What follows belongs to an exercise in optimizing a design on an open flow for small area, a short achievable clock period and few clock cycles per item; a production flow would make more cautious choices. Where RTL was checked, it was by simulation tests only, not by an equivalence proof against the original. Power figures rest on the tool's default switching activity, not on a simulated workload.

== run 1 ==
## pitch_core
module pitch_core (
    input  logic       i_clk,
    input  logic       reset,
    input  logic       start,
    input  sdram_pkg::mem_addr_t  src_addr,
    input  sdram_pkg::mem_addr_t  dst_addr,
    input  logic [3:0] speed,
    output logic       done,
    output sdram_pkg::mem_req_t   mem_req,
    input  sdram_pkg::mem_data_t  mem_readdata,
    input  logic       finished
);
Settings: LEC_CHECK=0, CAP_MARGIN=20, CORE_MARGIN=2, CORE_UTILIZATION=40, SETUP_SLACK_MARGIN=5, SLEW_MARGIN=20; clock period 10.0 ns.
standard.sh (not shown) runs the stock make flow with config.mk's settings and CLKGATE_MAP_FILE= SYNTH_SCRIPT=/design/flow/synth_recipe.tcl, a recipe that flattens the netlist after the stock synthesis.
==> flow/flow/run.sh <==
#!/bin/bash
set -e
MARGIN=${MARGIN:-6.6}
bash standard.sh finish SETUP_SLACK_MARGIN=$MARGIN > standard.log 2>&1
Run 1 completed every stage of the flow, and the final layout passed the timing, design-rule and antenna checks.
Input changes introduced in run 2 (baseline for comparison: run 1):
- CTS_CLUSTER_SIZE: unset -> 20
- CTS_BUF_LIST: unset -> sky130_fd_sc_hd__clkbuf_16
- CTS_CLUSTER_DIAMETER: unset -> 80
==> flow/flow/run.sh <==
#!/bin/bash
set -e
MARGIN=${MARGIN:-6.5}
bash standard.sh finish SETUP_SLACK_MARGIN=$MARGIN > standard.log 2>&1
Findings:
Diff run 1 and run 2: wire length higher in run 1
Run comparison: run 1 critical path's slowest cell a221o_1; run 2 critical path's slowest cell fa_2
In run 2 relative to run 1, switching power had gone down by a few percent.
Power share of the combinational group in run 2 is 1.5 points above run 1.
Compared with run 1, in run 2 sequential share of cell area has increased; count of placed standard cells in the final layout, fillers left out has decreased.
Going from run 1 to run 2, post-placement cell count flat, total power fell 0.54 mW, worst setup slack went down by 65 ps.
Met3 wirelength from detailed routing (run 2 / run 1): 0.882
Summary of the comparison: largest fanout of any net on the critical path is lower in run 2, relative to run 1.
[inputs] run 3 vs run 2
- CTS_CLUSTER_DIAMETER no longer set, was 80
- CTS_BUF_LIST no longer set, was sky130_fd_sc_hd__clkbuf_16
- CTS_CLUSTER_SIZE no longer set, was 20
==> comparison <==
Run 3 against run 2; overall routed net length is up slightly. Summary of the comparison: non-clock buffer count is higher in run 3, relative to run 2. Diff run 3 and run 2: global-route usage over all layers higher in run 3.
Function was not checked in any run of this note: the RTL went through the layout flow alone.


## job 4557
pitch_core, a different RTL version from the one above (not shown whole).
Size: ~500 flip-flops, roughly 29000 µm² of cells after synthesis.
Design pitch_core, start of the top module:
module pitch_core (
    input  logic       i_clk,
    input  logic       reset,
    input  logic       start,
    input  sdram_pkg::mem_addr_t  src_addr,
    input  sdram_pkg::mem_addr_t  dst_addr,
    input  logic [3:0] speed,
    output logic       done,
    output sdram_pkg::mem_req_t   mem_req,
    input  sdram_pkg::mem_data_t  mem_readdata,
    input  logic       finished
);
export LEC_CHECK = 0
export CAP_MARGIN = 20
export CORE_MARGIN = 2
export CORE_UTILIZATION = 40
export SETUP_SLACK_MARGIN = 5
export SLEW_MARGIN = 20
create_clock -name core_clock -period 10.0 [get_ports {i_clk}]
==> flow/flow/run.sh <==
#!/bin/bash
set -e
MARGIN=${MARGIN:-6.5}
bash standard.sh finish SETUP_SLACK_MARGIN=$MARGIN > standard.log 2>&1
Job 4557 ended with every stage complete and zero timing, DRC or antenna violations.
Testbench counts of job 4557, summed over its fixed seeds: cycles 107,217, words 16,960.
Relative to job 4557, the following input files were edited for job 7876:
==> flow/run.sh (new file) <==
#!/bin/bash
# synth_recipe.tcl (not shown) runs the flow's synth.tcl, then flattens the netlist and writes it again
# the make line also repeats each setting of config.mk as NAME=value (left out here)
make -C /OpenROAD-flow-scripts/flow DESIGN_CONFIG=/design/flow/config.mk WORK_HOME=/design/flow/orfs CLKGATE_MAP_FILE= SYNTH_SCRIPT=/design/flow/synth_recipe.tcl finish
removed: flow/flow/run.sh
removed: flow/standard.sh
### Flow results
Diff job 4557 -> job 7876: parity-gate share of the synthesized area counting xor and xnor cells roughly the same, number of multi-input logic gates -6.
Compared with job 4557, job 7876 shows a share of final-layout standard cells stronger than drive strength 1 that is 8.3 points lower.
Modified inputs, job 5256 compared to job 7876
==> flow/flow/run.sh (new file) <==
#!/bin/bash
set -e
MARGIN=${MARGIN:-7.2}
bash standard.sh finish SETUP_SLACK_MARGIN=$MARGIN > standard.log 2>&1
==> flow/standard.sh (new file) <==
#!/bin/bash
# synth_recipe.tcl (not shown) runs the flow's synth.tcl, then flattens the netlist and writes it again
# the make line also repeats each setting of config.mk as NAME=value (left out here)
make -C /OpenROAD-flow-scripts/flow DESIGN_CONFIG=/design/flow/config.mk WORK_HOME=/design/flow/orfs CLKGATE_MAP_FILE= SYNTH_SCRIPT=/design/flow/synth_recipe.tcl "${@:-finish}"
removed: flow/run.sh
## What came out
- Looking at critical path depth, job 5256 sits 4 higher than job 7876 does.
- | logic depth of the worst register-to-register path | higher: job 5256 |
- Taking job 7876 as the reference, in job 5256 layout overhead on the synthesized area increased by 17 points relative to the old numbers, areal power density over the cells increased by 5.4% relative to the old numbers, combinational power increased by about 60% relative to the old numbers.
- The buffer and inverter count on the worst path in job 5256 was higher than what job 7876 gave.
- Relative to job 7876, data required time of the worst path increased by 0.27 ns in job 5256.


Another version of the RTL of pitch_core (not shown whole).
Size in the first run: roughly 2,800 cells after synthesis, ~140 I/O pins, ~31,000 um2 of cells after synthesis.
## pitch_core
module pitch_core (
    input  logic       i_clk,
    input  logic       reset,
    input  logic       start,
    input  sdram_pkg::mem_addr_t  src_addr,
    input  sdram_pkg::mem_addr_t  dst_addr,
    input  logic [3:0] speed,
    output logic       done,
    output sdram_pkg::mem_req_t   mem_req,
    input  sdram_pkg::mem_data_t  mem_readdata,
    input  logic       finished
);
    typedef sdram_pkg::mem_addr_t mem_addr_t;
    typedef enum logic [2:0] {S_IDLE, S_HDR, S_LEN, S_WALK, S_END, S_DONE} state_e;
    state_e      st;
    logic        hdr_first;
    logic [3:0]  h;
    logic        lt8;                
    logic        eq8;                
    logic [2:0]  step;               
    logic [2:0]  r;                  
    mem_addr_t   srcq;               
    mem_addr_t   dstq;               
    mem_addr_t   lm;                 
    logic [23:0] lmh;                
    logic [23:0] remh;               
    mem_addr_t   wa;                 
    mem_addr_t   rp;                 
    logic [3:0]  d;                  
    logic        first;              
    logic [1:0]  nsh;                
    logic [31:0] lo, hi, nxt;
    logic        nxt_v;
    logic [1:0]  cstep;
    logic [15:0] qs, qc;
    logic        qcin;
    logic        q_v, q_last, q_ch, q_init;
  ...
==> flow/config.mk <==
export PLATFORM = sky130hd
export DESIGN_NAME = pitch_core
export DESIGN_NICKNAME = pitch_core
export VERILOG_FILES = /design/flow/design.v
export SDC_FILE = /design/flow/constraint.sdc
export NUM_CORES = 4
export LEC_CHECK = 0
export CAP_MARGIN = 20
export CORE_MARGIN = 2
export CORE_UTILIZATION = 40
export SLEW_MARGIN = 20
==> flow/constraint.sdc <==
create_clock -name core_clock -period 10.0 [get_ports {i_clk}]
set_input_delay 2.0000 -clock core_clock [delete_from_list [all_inputs] [get_ports {i_clk}]]
set_output_delay 2.0000 -clock core_clock [all_outputs]
set_load 0.01 [all_outputs]
run.sh (not shown) runs the stock make flow with config.mk's settings and CLKGATE_MAP_FILE= SYNTH_SCRIPT=/design/flow/synth_recipe.tcl, a recipe that flattens the netlist after the stock synthesis.
Stock flow here: none of the scripts above is used.
Edit:
--- a/flow/config.mk
+++ b/flow/config.mk
@@ -10,2 +10,3 @@
 export CORE_UTILIZATION = 40
+export SETUP_SLACK_MARGIN = 5
 export SLEW_MARGIN = 20
Result:
- worst hold slack got worse by 30 ps
- via count climbs by a few percent
- die area does not change
- sequential power barely changes
Function was not checked in any run of this note: the RTL went through the layout flow alone.

## what the ideal ports hide
Ports are ideal in the flow. The routed layouts listed here were re-timed in OpenROAD.
Step 1 assumes that a clkbuf_16 drives the clock port and a buf_2 every other input.
Step 2, shift: input delay + t, output delay - t, t = (earliest + latest rising clock arrival at the registers) / 2. This alone moves slack from input paths to output paths.
Slacks: ideal ports / drivers / drivers and shift; pairs: ideal ports / drivers.
run | t (ns) | setup slack, ns | worst setup path after step 2 | latest minus earliest clock arrival (ns)
run 1 | 0.683 | 6.601 / 6.555 / 5.960 | input to register | 0.066 / 0.065
run 2 | 0.640 | 6.536 / 6.489 / 5.983 | input to register | 0.037 / 0.036
run 3 | 0.686 | 6.536 / 6.485 / 5.980 | input to register | 0.055 / 0.055
job 4557 | 0.681 | 6.357 / 6.357 / 5.883 | input to register | 0.023 / 0.023
job 7876 | 0.674 | 5.379 / 5.379 / 5.002 | input to register | 0.079 / 0.079
job 5256 | 0.688 | 6.293 / 6.293 / 6.162 | input to register | 0.046 / 0.045
the first run of note 3 | 0.665 | 3.213 / 3.213 / 3.213 | register to register | 0.046 / 0.046
the second run of note 3 | 0.667 | 4.459 / 4.459 / 4.459 | register to register | 0.057 / 0.057
After both steps every run listed still meets setup and hold. The setup slack of run 1, which loses most, moves by -0.046 ns with the drivers and by -0.641 ns with both steps.
